Background: an optimization exercise with open tools, aiming at small area and a short achievable clock period. Do not read the settings as production practice.
Function was checked by simulation only, so behaviour that the tests miss may differ from the original.
Power and IR drop assume default switching activity.

### flow/config.mk
export PLATFORM = sky130hd
export DESIGN_NAME = multicycle_datapath
export DESIGN_NICKNAME = multicycle_datapath
export VERILOG_FILES = /design/flow/design.v
export SDC_FILE = /design/flow/constraint.sdc
export NUM_CORES = 4
export LEC_CHECK = 0
export CAP_MARGIN = 20
export CORE_MARGIN = 2
export CORE_UTILIZATION = 40
export SLEW_MARGIN = 20
### flow/constraint.sdc
create_clock -name core_clock -period 7.5 [get_ports {clk}]
set_input_delay 1.5000 -clock core_clock [delete_from_list [all_inputs] [get_ports {clk}]]
set_output_delay 1.5000 -clock core_clock [all_outputs]
set_load 0.01 [all_outputs]
### flow/design.v
module multicycle_datapath (
   input  logic        clk,
   input  logic        rst,
   input  logic        IorD,
   input  logic        ALUSrcA,
   input  logic [1:0]  ALUSrcB,
   input  logic [1:0]  PCSrc,
   input  logic        IRWrite,
   input  logic        PCWrite,
   input  logic        MemWrite,
   input  logic        RegDst,
   input  logic        MemtoReg,
   input  logic        RegWrite,
   input  logic        Branch,
   input  logic [1:0]  ALUOp,
   input  logic [31:0] RD,
   output logic [5:0]  OP,
   output logic [5:0]  Funct,
   output logic [31:0] ADR,
   output logic [31:0] WD,
   output logic        WE,
   output logic [31:0] outputPC,
   output logic        PCEn,
   output logic        Zero
);
   localparam logic [2:0] ALU_ADD = 3'd0;
   localparam logic [2:0] ALU_SUB = 3'd1;
   localparam logic [2:0] ALU_AND = 3'd2;
   localparam logic [2:0] ALU_OR  = 3'd3;
   localparam logic [2:0] ALU_SLT = 3'd4;
   logic [31:0] pc_q, pc_d;
   logic [31:0] instr_q, instr_d;
   logic [31:0] data_q, data_d;
   logic [31:0] a_q, a_d;
   logic [31:0] b_q, b_d;
   logic [31:0] alu_out_q, alu_out_d;
   logic [31:0] rf_q [32];
   logic [31:0] rf_d [32];
   logic [4:0]         rs, rt, a3;
   logic [31:0]        sign_imm, src_a, src_b, alu_result, pc_next, wd3;
   logic signed [31:0] src_a_s, src_b_s;
   logic [2:0]         alu_ctl;
   logic               zero, pc_en;
   assign rs       = instr_q[25:21];
   assign rt       = instr_q[20:16];
   assign a3       = RegDst ? instr_q[15:11] : instr_q[20:16];
   assign wd3      = MemtoReg ? data_q : alu_out_q;
   assign sign_imm = {{16{instr_q[15]}}, instr_q[15:0]};
   always_comb begin
      alu_ctl = ALU_ADD;
      case (ALUOp)
         2'b01:   alu_ctl = ALU_SUB;
         2'b11:   alu_ctl = ALU_OR;
         2'b10: begin
            case (instr_q[5:0])
               6'b100010: alu_ctl = ALU_SUB;
               6'b100100: alu_ctl = ALU_AND;
               6'b100101: alu_ctl = ALU_OR;
               6'b101010: alu_ctl = ALU_SLT;
               default:   alu_ctl = ALU_ADD;
            endcase
         end
         default: alu_ctl = ALU_ADD;
      endcase
   end
   always_comb begin
      src_a = ALUSrcA ? a_q : pc_q;
      case (ALUSrcB)
         2'b00:   src_b = b_q;
         2'b01:   src_b = 32'd4;
         2'b10:   src_b = sign_imm;
         default: src_b = {sign_imm[29:0], 2'b00};
      endcase
   end
   assign src_a_s = src_a;
   assign src_b_s = src_b;
   always_comb begin
      case (alu_ctl)
         ALU_SUB: alu_result = src_a - src_b;
         ALU_AND: alu_result = src_a & src_b;
         ALU_OR:  alu_result = src_a | src_b;
         ALU_SLT: alu_result = {31'd0, (src_a_s < src_b_s)};
         default: alu_result = src_a + src_b;
      endcase
   end
   assign zero  = (alu_result == 32'd0);
   assign pc_en = PCWrite | (Branch & zero);
   always_comb begin
      pc_next = alu_result;
      case (PCSrc)
         2'b01:   pc_next = alu_out_q;
         default: pc_next = alu_result;
      endcase
   end
   always_comb begin
      pc_d      = pc_en ? pc_next : pc_q;
      instr_d   = IRWrite ? RD : instr_q;
      data_d    = RD;
      a_d       = (rs == 5'd0) ? 32'd0 : rf_q[rs];
      b_d       = (rt == 5'd0) ? 32'd0 : rf_q[rt];
      alu_out_d = alu_result;
      for (int i = 0; i < 32; i++) rf_d[i] = rf_q[i];
      if (RegWrite && (a3 != 5'd0)) begin
         rf_d[a3] = wd3;
      end
   end
   always_ff @(posedge clk) begin
      if (!rst) begin
         pc_q      <= '0;
         instr_q   <= '0;
         data_q    <= '0;
         a_q       <= '0;
         b_q       <= '0;
         alu_out_q <= '0;
         for (int i = 0; i < 32; i++) rf_q[i] <= '0;
      end else begin
         pc_q      <= pc_d;
         instr_q   <= instr_d;
         data_q    <= data_d;
         a_q       <= a_d;
         b_q       <= b_d;
         alu_out_q <= alu_out_d;
         for (int i = 0; i < 32; i++) rf_q[i] <= rf_d[i];
      end
   end
   assign OP       = instr_q[31:26];
   assign Funct    = instr_q[5:0];
   assign ADR      = IorD ? alu_out_q : pc_q;
   assign WD       = b_q;
   assign WE       = MemWrite;
   assign outputPC = pc_q;
   assign PCEn     = pc_en;
   assign Zero     = zero;
endmodule
### flow/run.sh
#!/bin/bash
# synth_recipe.tcl (not shown) runs the flow's synth.tcl, then flattens the netlist and writes it again
# the make line also repeats each setting of config.mk as NAME=value (left out here)
make -C /OpenROAD-flow-scripts/flow DESIGN_CONFIG=/design/flow/config.mk WORK_HOME=/design/flow/orfs CLKGATE_MAP_FILE= SYNTH_SCRIPT=/design/flow/synth_recipe.tcl finish
==> run notes <==
-- cell usage in the layout, fill, tap and decap left out, types with 12 or more instances in the layout --
cell	n
sky130_fd_sc_hd__buf_12	14
sky130_fd_sc_hd__clkbuf_1	26
sky130_fd_sc_hd__ha_1	87
sky130_fd_sc_hd__nor3_1	77
sky130_fd_sc_hd__nor2_1	1181
sky130_fd_sc_hd__o221ai_1	12
sky130_fd_sc_hd__clkdlybuf4s50_1	148
sky130_fd_sc_hd__nand2_1	151
sky130_fd_sc_hd__nor2_4	95
sky130_fd_sc_hd__mux2i_1	71
sky130_fd_sc_hd__nand2b_1	36
sky130_fd_sc_hd__a21o_1	26
sky130_fd_sc_hd__clkbuf_16	139
sky130_fd_sc_hd__mux2_2	76
sky130_fd_sc_hd__mux2i_4	21
sky130_fd_sc_hd__nand3_1	86
sky130_fd_sc_hd__a22oi_1	330
sky130_fd_sc_hd__nand4_1	136
sky130_fd_sc_hd__nor4_1	14
sky130_fd_sc_hd__a222oi_1	64
sky130_fd_sc_hd__o21ai_0	127
sky130_fd_sc_hd__dfxtp_1	1184
sky130_fd_sc_hd__nor2b_1	16
sky130_fd_sc_hd__clkbuf_8	22
sky130_fd_sc_hd__o211ai_1	31
sky130_fd_sc_hd__a211oi_1	1006
sky130_fd_sc_hd__diode_2	17
sky130_fd_sc_hd__and2_1	59
sky130_fd_sc_hd__a22o_1	270
sky130_fd_sc_hd__a21oi_1	143
sky130_fd_sc_hd__a221oi_1	260
sky130_fd_sc_hd__inv_1	100
sky130_fd_sc_hd__buf_4	522
sky130_fd_sc_hd__clkinv_2	26
-- how the worst max path moves through the flow --
stage	startpoint	to	slack, ns	cells after the start
3_3_place_gp	ALUSrcB[0]	PCEn	-1.23	21
6_report	ALUSrcB[1]	Zero	0.13	20
3_5_place_dp	ALUSrcB[0]	PCEn	-1.20	21
5_1_grt	ALUSrcB[1]	Zero	0.02	22
4_1_cts	ALUSrcB[0]	PCEn	0.04	20
2_1_floorplan	ALUSrcA	PCEn	0.50	17
-- cells by family (layout without fill, tap and decap cells) --
logic type | Yosys count | after routing | synth area share (%)
AO/OA/AOI/OAI | 2411 | 2411 | 32.4
XOR/XNOR | 8 | 8 | 0.123
adder cells (fa/ha/maj) | 98 | 98 | 2.18
buffers and inverters | 817 | 1051 | 5.57
flip-flops | 1184 | 1184 | 41.7
multiplexers | 179 | 179 | 3.32
other | 0 | 17 | 0
AND/OR/NAND/NOR | 1932 | 1932 | 14.8
-- timing repair --
item | CTS | global route
endpoints found under the setup margin | 2 | 2
pin swaps | 11 | 13
setup buffers | 5 | 3
hold buffers | 0 | 0
resized for setup | 36 | 40
cloned | 0 | 3
-- flip-flops by register name, indices dropped and copies added, names as in the netlist --
name and count:
data_q 32, b_q 32, pc_q 32, alu_out_q 32
instr_q 32, rf_q 992, a_q 32
-- final cells by class --
class,count,share of cell area (%)
multi-input cells,4628,45.8
flip-flops and latches,1184,34.6
repair buffers,714,9.06
clock buffers,183,5.52
well taps,1890,3.46
clock inverters,51,0.843
inverters,103,0.576
diodes,17,0.0622
-- worst max-delay path, cell delays in order --
cell                              delay (ns)
sky130_fd_sc_hd__dlygate4sd2_1          0.26
sky130_fd_sc_hd__buf_12                 0.16
sky130_fd_sc_hd__nor2_4                 0.13
sky130_fd_sc_hd__buf_4                  0.16
sky130_fd_sc_hd__buf_4                  0.12
sky130_fd_sc_hd__a22o_1                 0.26
sky130_fd_sc_hd__ha_4                   0.26
sky130_fd_sc_hd__buf_4                  0.15
sky130_fd_sc_hd__or3_1                  0.35
sky130_fd_sc_hd__o221ai_1               0.21
sky130_fd_sc_hd__buf_4                  0.16
sky130_fd_sc_hd__nor2_2                 0.05
sky130_fd_sc_hd__o21a_1                 0.20
sky130_fd_sc_hd__a221o_1                0.39
sky130_fd_sc_hd__a221oi_4               0.35
sky130_fd_sc_hd__buf_4                  0.17
sky130_fd_sc_hd__nor4bb_4               0.30
sky130_fd_sc_hd__and4_4                 0.27
sky130_fd_sc_hd__and2_1                 0.15
sky130_fd_sc_hd__clkdlybuf4s15_1        0.26
-- routing by layer --
layer,up-vias,wire (um)
met3,1585,41700
met5,-,452
met1,28700,112000
met2,5137,124000
li1,25400,-
met4,18,24300
-- per-stage QoR --
step                      TNS, ns  total power, W  utilization, %  instances  hold slack [ns]
after detailed placement    -2.34         0.00935            44.8       8496            0.486
final                           0          0.0161            48.4       8770            0.498
after floorplan                 0         0.00796               -       6629            0.462
after CTS                       0          0.0159            48.0       8735            0.502
after global routing            0          0.0165            48.4       8753            0.527
after global placement      -2.40         0.00934            44.7       8491            0.473
-- power groups by stage --
| stage | Combinational [W] | Sequential (W) | Clock, W |
|---|---|---|---|
| after floorplan | 0.00130 | 0.00666 | 0 |
| after global placement | 0.00258 | 0.00676 | 0 |
| after detailed placement | 0.00259 | 0.00676 | 0 |
| after CTS | 0.00263 | 0.00662 | 0.00669 |
| after global routing | 0.00290 | 0.00664 | 0.00692 |
| final | 0.00279 | 0.00663 | 0.00668 |
==> run notes <==
Outcome:
- The run finished with no timing, DRC or antenna violations.

Floorplanning:
- The overall die area is 145000 sq um.
- In this run the standard cell core region covers 141000 sq um.
- For this configuration, the core starts out at a cell density of 40.2%.
- The floorplan step set the die height to 381 um.
- In this run the horizontal extent of the chip is 381 um.
- The total I/O pin count is 160.
- The placement row count is 138.

Logic synthesis:
- The synthesis warning total is 3.
- The net count after synthesis is 6776.
- The number of flops mapped to enable cells by yosys is 0.
- In the synthesized netlist the dominant register cell turns out to be sky130_fd_sc_hd__dfxtp_1.
- The number of standard cells after synthesis is 6629.
- The sequential element share of the synthesized area is 41.7%.
- Sorting the synthesized cells by area gives the leading types as sky130_fd_sc_hd__dfxtp_1 (42%), sky130_fd_sc_hd__a211oi_1 (13%), sky130_fd_sc_hd__nor2_1 (8.4%).
- The mapped netlist covers 56800 sq um.
- Ranked by instance count, the synthesized netlist is headed by sky130_fd_sc_hd__nor2_1 (1279), sky130_fd_sc_hd__dfxtp_1 (1184), sky130_fd_sc_hd__a211oi_1 (1009).
- The share of the synthesized area in the top cell type is 41.7%.
- The distinct cell type count of the synthesized netlist is 83.
- The most frequently used cell type in the post-synthesis netlist is sky130_fd_sc_hd__nor2_1.
- The post-synthesis cell type with the largest combined area is sky130_fd_sc_hd__dfxtp_1.
- Averaged over all synthesized cells, the footprint is 8.57 sq um.
- The share of flip-flops with an asynchronous set or reset after synthesis is 0%.
- The register bit total from synthesis is 1184.

CTS:
- The longest clock path from root to sink contains 3 buffers.
- The CTS buffer count is 130.
- After clock tree synthesis, the clock-pin slew on the worst setup and hold paths is 0.06 ns.
- The CTS H-tree depth is 4.
- The clock tree root buffer cell is sky130_fd_sc_hd__clkbuf_16.
- The TritonCTS clock tree is done.
- For this design, the sink count on the clock tree is 1184.
- The latest clock arrival within the worst-skew pair is 0.80 ns.

Timing:
- The final setup violation count is 0.
- The final critical-path required period is 7.37 ns.
- Across all setup checks in the final design, the least slack found is 0.128 ns.
- Dividing the final minimum period by the clock period gives 98.3%.
- The final count of pins violating max slew is 0.
- The final-report hold violation count is 0.
- For the pin with the worst max-slew slack, the measured transition is 1.36 ns.
- The clock arrives with 0.0292 ns of skew.
- The tightest slew margin relative to the limit is 8.81%.
- Setup repair after global routing left no endpoint under its margin.
- The maximum operating frequency is 0.136 GHz.

Pwr:
- In this run, flip-flops and latches consume 41.2% of the power.
- The analysis attributes to net switching a power of 0.00475 W.
- The power per unit of standard cell area is 235 nW/um^2.
- The total leakage power is 22.7 nW.
- The share of power burned in combinational logic is 17.3%.
- The largest vdd supply drop is 260 uV.
- Net switching is 29.5% of the power.
- The clock network fraction of total power is 41.5%.
- The internal power contribution is 0.0114 W.

Worst hold path:
- The path category of the worst min-delay check is register to register.
- The startpoint identified for the worst hold timing path is instr_q[29]$_SDFFE_PN0P_.
- The worst hold path passes through 2 cells.
- The path with the worst hold slack has its endpoint at instr_q[29]$_SDFFE_PN0P_.

GRT:
- The number of global-route vias before repair came to 56000.
- For met2 alone, demand over resource in global routing was 57.9%.
- Entering global routing, the biggest net connects 193 pins.
- In the global route stage, met3 resource usage came out at 14.1%.
- met2 is the most crowded layer.
- For this run, global-route usage on met1 was measured as 49.5%.
- The number of antenna violations at the first check in global routing is 16.
- The total track usage is 39.7%.
- The wire length of the first global-routing pass is 420 mm.
- The sum of overflow across all layers after global routing is 0.

Cells and area:
- The fraction of final layout cells with drive strength greater than 1 is 15.6%.
- The area growth from synthesis to layout is 20.4%.
- The sequential cell area is 23700 sq um.
- Summing all multi-input logic gate instances after layout gives 31400 sq um.
- The filler cells instantiated in the layout total 13500.
- The net count of the finished layout is 6908.
- The final cell area excluding filler cells is 68400 sq um.

Setup path:
- The worst setup path is launched from a primary input.
- The highest net fanout along the worst path is 6.
- The register-to-register setup slack is 2.34 ns.
- The worst setup path is captured at an output port.
- The capture instance of the worst register-to-register path is pc_q[16]$_SDFFE_PN0P_.
- The startpoint identified for the worst register-to-register timing path is instr_q[0]$_SDFFE_PN0P_.
- The worst path arrival time is 5.87 ns.
- The required time of the critical path is 6.00 ns.
- The critical path class is primary input to output port.
- The depth of the worst register-to-register path is 19.

Flow run:
- The number of violations of the max-capacitance limit is 0.

Drt:
- The pre-antenna-repair detailed-routing pass consisted of 13 iterations.
- The average vias per placed instance is 6.94.
- Detailed routing inserted a total of 60800 vias.
- The residual DRC count is 0.
- The remaining number of nets flagged by the antenna check after routing is 0.
- After detailed routing, the average wire length per cell comes to 34.4 um.
- The final layout contains routed wiring with a total length of 302 mm.
- The detailed router finished its first iteration with 12400 violations.

Placed design:
- The post-placement setup slack is -1.20 ns.
- The cell area reported after detailed placement is 63300 sq um.
- The half-perimeter wire length after detailed placement is 185 mm.
- At the end of routability-driven placement, the weighted congestion stood at 0.991.
- The count of port buffers added during placement is 157.

static timing again, ports no longer ideal:
In the flow no input, the clock included, has a driving cell. The finished layout below was timed again as built, in two steps. Step 1: set_driving_cell puts a clkbuf_16 on clk and a buf_2 on each other input, an assumption about the parent block. Step 2 moves the port delays by t, midway between the first and last clock arrival at a register: inputs arrive t later, outputs are due t later. That takes back most of the time a late clock gives input paths. Three values: no drivers, after step 1, after step 2; two values: the first two.
t (ns): 0.863
setup WS [ns]: 0.128 / 0.098 / 0.098
pins driven straight from the clock port: 1
After both steps setup and hold are still met in this run. For this run, drivers alone change the setup slack by -0.030 ns; drivers and shift together by -0.030 ns.
